Context: an optimization exercise on an open-source flow, tuned for small area. The choices shown serve that exercise and are no tape-out recipe.
In this exercise RTL edits were held to simulation tests only and were not proved equivalent to the original.
Power is estimated from default activity; no workload was simulated. No driver is modelled on the clock port, so clocking that relies on it looks cheaper here than on a real chip.

## v38
==> flow/design.v <==
package deq_pkg;
  localparam int WORD_W  = 32;
  localparam int COUNT_W = 5;
  localparam logic [WORD_W-1:0] WORD_NONE = '1;
  typedef enum logic [2:0] {
    KIND_PUSH_FRONT = 3'd0,
    KIND_PUSH_BACK  = 3'd1,
    KIND_POP_FRONT  = 3'd2,
    KIND_POP_BACK   = 3'd3,
    KIND_CLEAR      = 3'd4,
    KIND_REVERSE    = 3'd5
  } deq_kind_t;
  typedef enum logic {
    ST_IDLE,
    ST_FILL
  } deq_state_t;
  typedef struct packed {
    logic                push_dropped;
    logic                is_empty;
    logic [COUNT_W-1:0]  entry_count;
    logic [WORD_W-1:0]   back_value;
    logic [WORD_W-1:0]   front_value;
    logic                popped_ok;
    logic [WORD_W-1:0]   popped_value;
  } deq_res_t;
endpackage
module deq_store #(
  parameter int DEPTH = 16
) (
  input  logic                       clk,
  input  logic                       wr_now,
  input  logic                       keep_now,    
  input  logic                       ones_now,
  input  logic [deq_pkg::WORD_W-1:0] wr_data,
  output logic [deq_pkg::WORD_W-1:0] tap
);
  localparam int W = deq_pkg::WORD_W;
  logic [DEPTH*W-1:0] ring;
  assign tap = (wr_data & {W{wr_now}}) | (ring[DEPTH*W-1 -: W] & {W{keep_now}}) | {W{ones_now}};
  always_ff @(posedge clk) begin
    ring <= {ring[(DEPTH-1)*W-1:0], tap};
  end
endmodule
module deq_ctrl #(
  parameter int AW = 4,
  parameter int CW = 5
) (
  input  logic          clk,
  input  logic          rst_n,
  input  logic [2:0]    kind,
  input  logic          accept,
  output logic          last,          
  output logic          ahead,         
  output logic [CW-1:0] count,
  output logic          do_pop,
  output logic          dropped,
  output logic          none_after,    
  output logic          w_hit,         
  output logic          p_hit,         
  output logic          f_hit,         
  output logic          b_hit          
);
  localparam logic [AW-1:0] M1 = {AW{1'b1}};
  localparam logic [AW-1:0] M2 = {AW{1'b1}} - 1'b1;
  localparam logic [AW-1:0] M3 = {AW{1'b1}} - 2'd2;
  localparam logic [AW-1:0] ONE = 1;
  logic [AW-1:0] off_r, off_load;
  logic [CW-1:0] cnt_r, cnt_step;
  logic          rev_r, rev_nxt;
  logic [AW-1:0] f;                    
  logic          is_push, is_pop, is_clr, is_rev, low_side, full, empty, do_push;
  logic          push_lo, push_hi, pop_lo, pop_hi;
  logic          o_m2, o_m1, o_0, f_m1, f_m2, f_m3, lo_hit, hi_hit;
  assign is_push  = (kind[2:1] == 2'b00);
  assign is_pop   = (kind[2:1] == 2'b01);
  assign is_clr   = (kind == 3'd4);
  assign is_rev   = (kind == 3'd5);
  assign low_side = ~(kind[0] ^ rev_r);
  assign full     = cnt_r[CW-1];
  assign empty    = (cnt_r == '0);
  assign do_push  = is_push & ~full;
  assign do_pop   = is_pop & ~empty;
  assign dropped  = is_push & full;
  assign push_lo  = do_push & low_side;
  assign push_hi  = do_push & ~low_side;
  assign pop_lo   = do_pop & low_side;
  assign pop_hi   = do_pop & ~low_side;
  assign f     = off_r - cnt_r[AW-1:0];
  assign o_m2  = (off_r == M2);
  assign o_m1  = (off_r == M1);
  assign o_0   = (off_r == '0);
  assign f_m1  = (f == M1);
  assign f_m2  = (f == M2);
  assign f_m3  = (f == M3);
  assign last  = o_m1;
  assign ahead = o_m2;
  assign w_hit  = push_lo ? o_m2 : (push_hi & f_m1);
  assign p_hit  = pop_lo ? o_m1 : (pop_hi & f_m2);
  assign lo_hit = push_lo ? o_m2 : (pop_lo ? o_0 : o_m1);
  assign hi_hit = push_hi ? f_m1 : (pop_hi ? f_m3 : f_m2);
  assign off_load = push_lo ? ONE : (pop_lo ? M1 : '0);
  assign cnt_step = do_push ? 1 : (do_pop ? '1 : '0);
  assign rev_nxt    = rev_r ^ is_rev;
  assign none_after = is_clr | (empty & ~do_push) | (pop_lo | pop_hi) & (cnt_r == 1);
  assign f_hit      = rev_nxt ? hi_hit : lo_hit;
  assign b_hit      = rev_nxt ? lo_hit : hi_hit;
  assign count      = cnt_r;
  always_ff @(posedge clk) begin
    if (!rst_n) begin
      off_r <= '0;
      cnt_r <= '0;
      rev_r <= 1'b0;
    end else begin
      off_r <= accept ? off_load : off_r + 1'b1;
      if (accept) begin
        cnt_r <= is_clr ? '0 : cnt_r + cnt_step;
        rev_r <= rev_nxt;
      end
    end
  end
endmodule
module double_ended_queue_unit #(
  parameter int DEPTH = 16
) (
  input  logic         clk,
  input  logic         rst_n,
  input  logic         in_tvalid,
  output logic         in_tready,
  input  logic [39:0]  in_tdata,
  input  logic [2:0]   in_tuser,
  output logic         out_tvalid,
  input  logic         out_tready,
  output logic [103:0] out_tdata
);
  localparam int W  = deq_pkg::WORD_W;
  localparam int AW = $clog2(DEPTH);
  localparam int CW = $clog2(DEPTH + 1);
  logic          busy, force_r, ones_r, wr_r, keep_r, ldp_r, ldf_r, ldb_r;
  logic          out_valid_r;
  logic          pok_r, drop_r;
  logic [W-1:0]  pop_r, front_r, back_r;
  logic          last, ahead, begin_now, ones_ok, sweep_next, accept;
  logic [W-1:0]  tap;
  logic [CW-1:0] count;
  logic          do_pop, dropped, none_after, w_hit, p_hit, f_hit, b_hit;
  assign begin_now  = ~busy & ~force_r & ahead & in_tvalid & (~out_valid_r | out_tready);
  assign ones_ok    = begin_now & (~count[CW-1] | none_after);
  assign sweep_next = force_r | (busy & ~last);
  assign in_tready  = busy & last;
  assign accept     = in_tvalid & in_tready;
  deq_ctrl #(
    .AW(AW),
    .CW(CW)
  ) u_ctrl (
    .clk       (clk),
    .rst_n     (rst_n),
    .kind      (in_tuser),
    .accept    (accept),
    .last      (last),
    .ahead     (ahead),
    .count     (count),
    .do_pop    (do_pop),
    .dropped   (dropped),
    .none_after(none_after),
    .w_hit     (w_hit),
    .p_hit     (p_hit),
    .f_hit     (f_hit),
    .b_hit     (b_hit)
  );
  deq_store #(
    .DEPTH(DEPTH)
  ) u_store (
    .clk     (clk),
    .wr_now  (wr_r),
    .keep_now(keep_r),
    .ones_now(ones_r),
    .wr_data (in_tdata[W-1:0]),
    .tap     (tap)
  );
  always_ff @(posedge clk) begin
    if (!rst_n) begin
      busy        <= 1'b0;
      force_r     <= 1'b0;
      out_valid_r <= 1'b0;
    end else begin
      busy        <= sweep_next;
      force_r     <= begin_now;
      out_valid_r <= accept | (out_valid_r & ~out_tready);
    end
  end
  always_ff @(posedge clk) begin
    ones_r <= ones_ok;
    wr_r   <= sweep_next & w_hit;
    keep_r <= ~(sweep_next & w_hit);
    ldp_r  <= begin_now ? (ones_ok & ~do_pop) : (sweep_next & p_hit);
    ldf_r  <= begin_now ? none_after : (sweep_next & ~none_after & f_hit);
    ldb_r  <= begin_now ? none_after : (sweep_next & ~none_after & b_hit);
  end
  always_ff @(posedge clk) begin
    if (accept) begin
      pok_r  <= do_pop;
      drop_r <= dropped;
    end
    if (ldp_r) begin
      pop_r <= tap;
    end
    if (ldf_r) begin
      front_r <= tap;
    end
    if (ldb_r) begin
      back_r <= tap;
    end
  end
  assign out_tvalid = out_valid_r;
  assign out_tdata  = {drop_r, (count == '0), count, back_r, front_r, pok_r, pop_r};
endmodule
==> flow/config.mk <==
export PLATFORM = sky130hd
export DESIGN_NAME = double_ended_queue_unit
export DESIGN_NICKNAME = double_ended_queue_unit
export VERILOG_FILES = /design/flow/design.v
export SDC_FILE = /design/flow/constraint.sdc
export NUM_CORES = 4
export LEC_CHECK = 0
export CAP_MARGIN = 20
export CORE_MARGIN = 2
export CORE_UTILIZATION = 58
export PLACE_DENSITY = 0.7
export SLEW_MARGIN = 20
==> flow/constraint.sdc <==
create_clock -name core_clock -period 5.0 [get_ports {clk}]
set_input_delay 1.0000 -clock core_clock [delete_from_list [all_inputs] [get_ports {clk}]]
set_output_delay 1.0000 -clock core_clock [all_outputs]
set_load 0.01 [all_outputs]
standard.sh (not shown) runs the stock make flow with config.mk's settings and CLKGATE_MAP_FILE= SYNTH_SCRIPT=/design/flow/synth_recipe.tcl, a recipe that flattens the netlist after the stock synthesis.
==> flow/flow/run.sh <==
#!/bin/bash
# The standard layout, with three changes to how it is made:
#  - synthesis maps the logic with an area-oriented ABC script (strash; dch;
#    amap) in place of ORFS's delay-oriented one; every other synthesis step,
#    and so every register, is the standard synthesis's;
#  - the port buffers are the smallest buffer cell;
#  - clock tree synthesis inserts no dummy loads.
set -euo pipefail
export BUFFER_PORTS_ARGS="-buffer_cell sky130_fd_sc_hd__buf_1"
export CTS_ARGS="-sink_clustering_enable -repair_clock_nets -sink_clustering_size 36 -sink_clustering_max_diameter 90 -buf_list sky130_fd_sc_hd__clkbuf_16 -root_buf sky130_fd_sc_hd__clkbuf_2 -tree_buf sky130_fd_sc_hd__clkbuf_4 -dont_use_dummy_load"

# ORFS's scripts, with the ABC script that synthesis uses replaced.
mkdir -p synth_scripts
cp -r "$FLOW_HOME/scripts/." synth_scripts/
cp flow/abc_area_map.script synth_scripts/abc_speed.script

SCRIPTS_DIR="$PWD/synth_scripts" bash standard.sh synth > synth.log 2>&1
bash standard.sh > flow.log 2>&1
==> flow/flow/abc_area_map.script <==
strash
dch
amap
### v38 -> v5
diff --git a/flow/flow/run.sh b/flow/flow/run.sh
--- a/flow/flow/run.sh
+++ b/flow/flow/run.sh
@@ -8,5 +8,5 @@
 set -euo pipefail
 export BUFFER_PORTS_ARGS="-buffer_cell sky130_fd_sc_hd__buf_1"
-export CTS_ARGS="-sink_clustering_enable -repair_clock_nets -sink_clustering_size 36 -sink_clustering_max_diameter 90 -buf_list sky130_fd_sc_hd__clkbuf_16 -root_buf sky130_fd_sc_hd__clkbuf_2 -tree_buf sky130_fd_sc_hd__clkbuf_4 -dont_use_dummy_load"
+export CTS_ARGS="-sink_clustering_enable -repair_clock_nets -sink_clustering_size 36 -sink_clustering_max_diameter 90 -buf_list sky130_fd_sc_hd__clkbuf_16 -root_buf sky130_fd_sc_hd__clkbuf_4 -tree_buf sky130_fd_sc_hd__clkbuf_8 -dont_use_dummy_load"
 
 # ORFS's scripts, with the ABC script that synthesis uses replaced.
--- outcome ---
- Worst setup slack improves in v5 relative to v38.
- Cmp v5 and v38 / fmax / higher: v5
- Between v5 and v38, it is v5 whose clock group share of total power is higher, by 0.2 points.
- Taking v38 as the reference point, the hold slack of v5 rises by 0.040 ns.
--- input diff v5..v24 ---
Settings: a change of CORE_UTILIZATION from 58 to 50.
diff --git a/flow/flow/run.sh b/flow/flow/run.sh
--- a/flow/flow/run.sh
+++ b/flow/flow/run.sh
@@ -8,5 +8,5 @@
 set -euo pipefail
 export BUFFER_PORTS_ARGS="-buffer_cell sky130_fd_sc_hd__buf_1"
-export CTS_ARGS="-sink_clustering_enable -repair_clock_nets -sink_clustering_size 36 -sink_clustering_max_diameter 90 -buf_list sky130_fd_sc_hd__clkbuf_16 -root_buf sky130_fd_sc_hd__clkbuf_4 -tree_buf sky130_fd_sc_hd__clkbuf_8 -dont_use_dummy_load"
+export CTS_ARGS="-sink_clustering_enable -repair_clock_nets -sink_clustering_size 36 -sink_clustering_max_diameter 90 -buf_list sky130_fd_sc_hd__clkbuf_16 -dont_use_dummy_load"
 
 # ORFS's scripts, with the ABC script that synthesis uses replaced.
==> comparison <==
- Diff v5 -> v24: horizontal extent of the die increased by 12 um relative to the old numbers; total via count in the routed design closely matched the old numbers; total chip power increased by about 1.5% relative to the old numbers; fill cell instance count of the final layout increased by 22% relative to the old numbers; setup slack increased by 0.27 ns relative to the old numbers.
- Compared with v5, v24 shows a cell leakage power that is 0.38% higher.
## Diff of input files: v7 against v24
Settings: a change of PLACE_DENSITY from 0.7 to 0.8; a change of CORE_UTILIZATION from 50 to 58.
## What came out
- v7 vs v24 on total number of placement rows: v7 is the lower one.
- Standard cell area after detailed placement (higher): v24
- As far as fraction of power consumed by the clock network is concerned, v24 and v7 perform about the same.
- Sum of met3 wire segment lengths after detailed routing, v7 and v24: larger value in v24
- Where post-route minimum period is concerned, v24 is outperformed by v7.
- Between v24 and v7, the complex-gate fraction of the synthesized area figures differ only marginally.
- Relative to v24, final standard cell utilization of the core increased by 8.1 points in v7.
- The maximum operating frequency was comparable across v7 and v24.
- On sequential portion of the cell area: v7 sits above v24.
The following lists how v30 was set up differently from v7:
Settings: PLACE_DENSITY: 0.8 -> 0.7.
Detailed placement HPWL for v30 is lower than for v7. Looking at met3 capacity usage during global routing, v30 sits 0.58 points lower than v7 does. v7 → v30: number of fill cells increased by 13 relative to the old numbers, total power after layout closely matched the old numbers, number of global-route vias before repair decreased by about 0.7% relative to the old numbers. Hold slack, v30 and v7, higher one = v30. Comparing v30 and v7, the higher global placement routability congestion is on v7. Relative to v7, power density over the cells decreased by about 0.3% in v30.
Setup changes, v30 to v42
==> flow/flow/run.sh <==
#!/bin/bash
# The standard layout (the standard.sh), with these changes to how it is
# made:
#  - synthesis maps the logic with an area-oriented ABC script (strash; dch;
#    amap) in place of ORFS's delay-oriented one; every other synthesis step,
#    and so every register, is the standard synthesis's;
#  - the port buffers are the smallest buffer cell;
#  - clock tree synthesis inserts no dummy loads, clusters up to 36 sinks per
#    clkbuf_16 leaf buffer, and uses smaller buffers above the leaves.
# Each step's full output goes to synth.log and flow.log here, and ORFS's own
# logs stay under orfs/logs.
set -euo pipefail
export BUFFER_PORTS_ARGS="-buffer_cell sky130_fd_sc_hd__buf_1"
export CTS_ARGS="-sink_clustering_enable -repair_clock_nets -sink_clustering_size 36 -sink_clustering_max_diameter 90 -buf_list sky130_fd_sc_hd__clkbuf_16 -root_buf sky130_fd_sc_hd__clkbuf_4 -tree_buf sky130_fd_sc_hd__clkbuf_8 -dont_use_dummy_load"

# ORFS's scripts, with the ABC script that synthesis uses replaced.
mkdir -p synth_scripts
cp -r "$FLOW_HOME/scripts/." synth_scripts/
cp flow/abc_area_map.script synth_scripts/abc_speed.script

SCRIPTS_DIR="$PWD/synth_scripts" bash standard.sh synth > synth.log 2>&1
bash standard.sh > flow.log 2>&1
Results
- v42: PASS, flow complete, no timing, DRC or antenna violations
- Relative to v30, peak clock frequency supported by timing has decreased by 6.5% in v42.
- Taking v30 as the reference, in v42 final hold slack decreased by 0.0091 ns relative to the old numbers; core utilization decreased by 0.18 points relative to the old numbers.

## static timing again, ports no longer ideal
Ports are ideal in the flow. The routed layouts listed here were re-timed in OpenROAD.
Step 1 assumes that a clkbuf_16 drives the clock port and a buf_2 every other input.
Step 2 moves the port delays by t, midway between the first and last clock arrival at a register: inputs arrive t later, outputs are due t later. That takes back most of the time a late clock gives input paths.
Three values: ideal, step 1, step 2; two values: the first two.
| run | shift t [ns] | setup WS [ns] | hold WS [ns] |
|---|---|---|---|
| v38 | 0.969 | 1.383 / 1.344 / 1.460 | 0.248 / 0.248 / 0.248 |
| v5 | 0.771 | 1.574 / 1.532 / 1.479 | 0.287 / 0.287 / 0.287 |
| v24 | 0.562 | 1.844 / 1.798 / 1.576 | 0.279 / 0.279 / 0.279 |
| v7 | 0.561 | 1.853 / 1.808 / 1.497 | 0.271 / 0.271 / 0.271 |
| v30 | 0.560 | 1.796 / 1.751 / 1.496 | 0.296 / 0.296 / 0.296 |
| v42 | 0.771 | 1.574 / 1.532 / 1.479 | 0.287 / 0.287 / 0.287 |
After both steps setup and hold are still met in every run listed. The setup slack of v7, which loses most, moves by -0.045 ns with the drivers and by -0.356 ns with both steps.
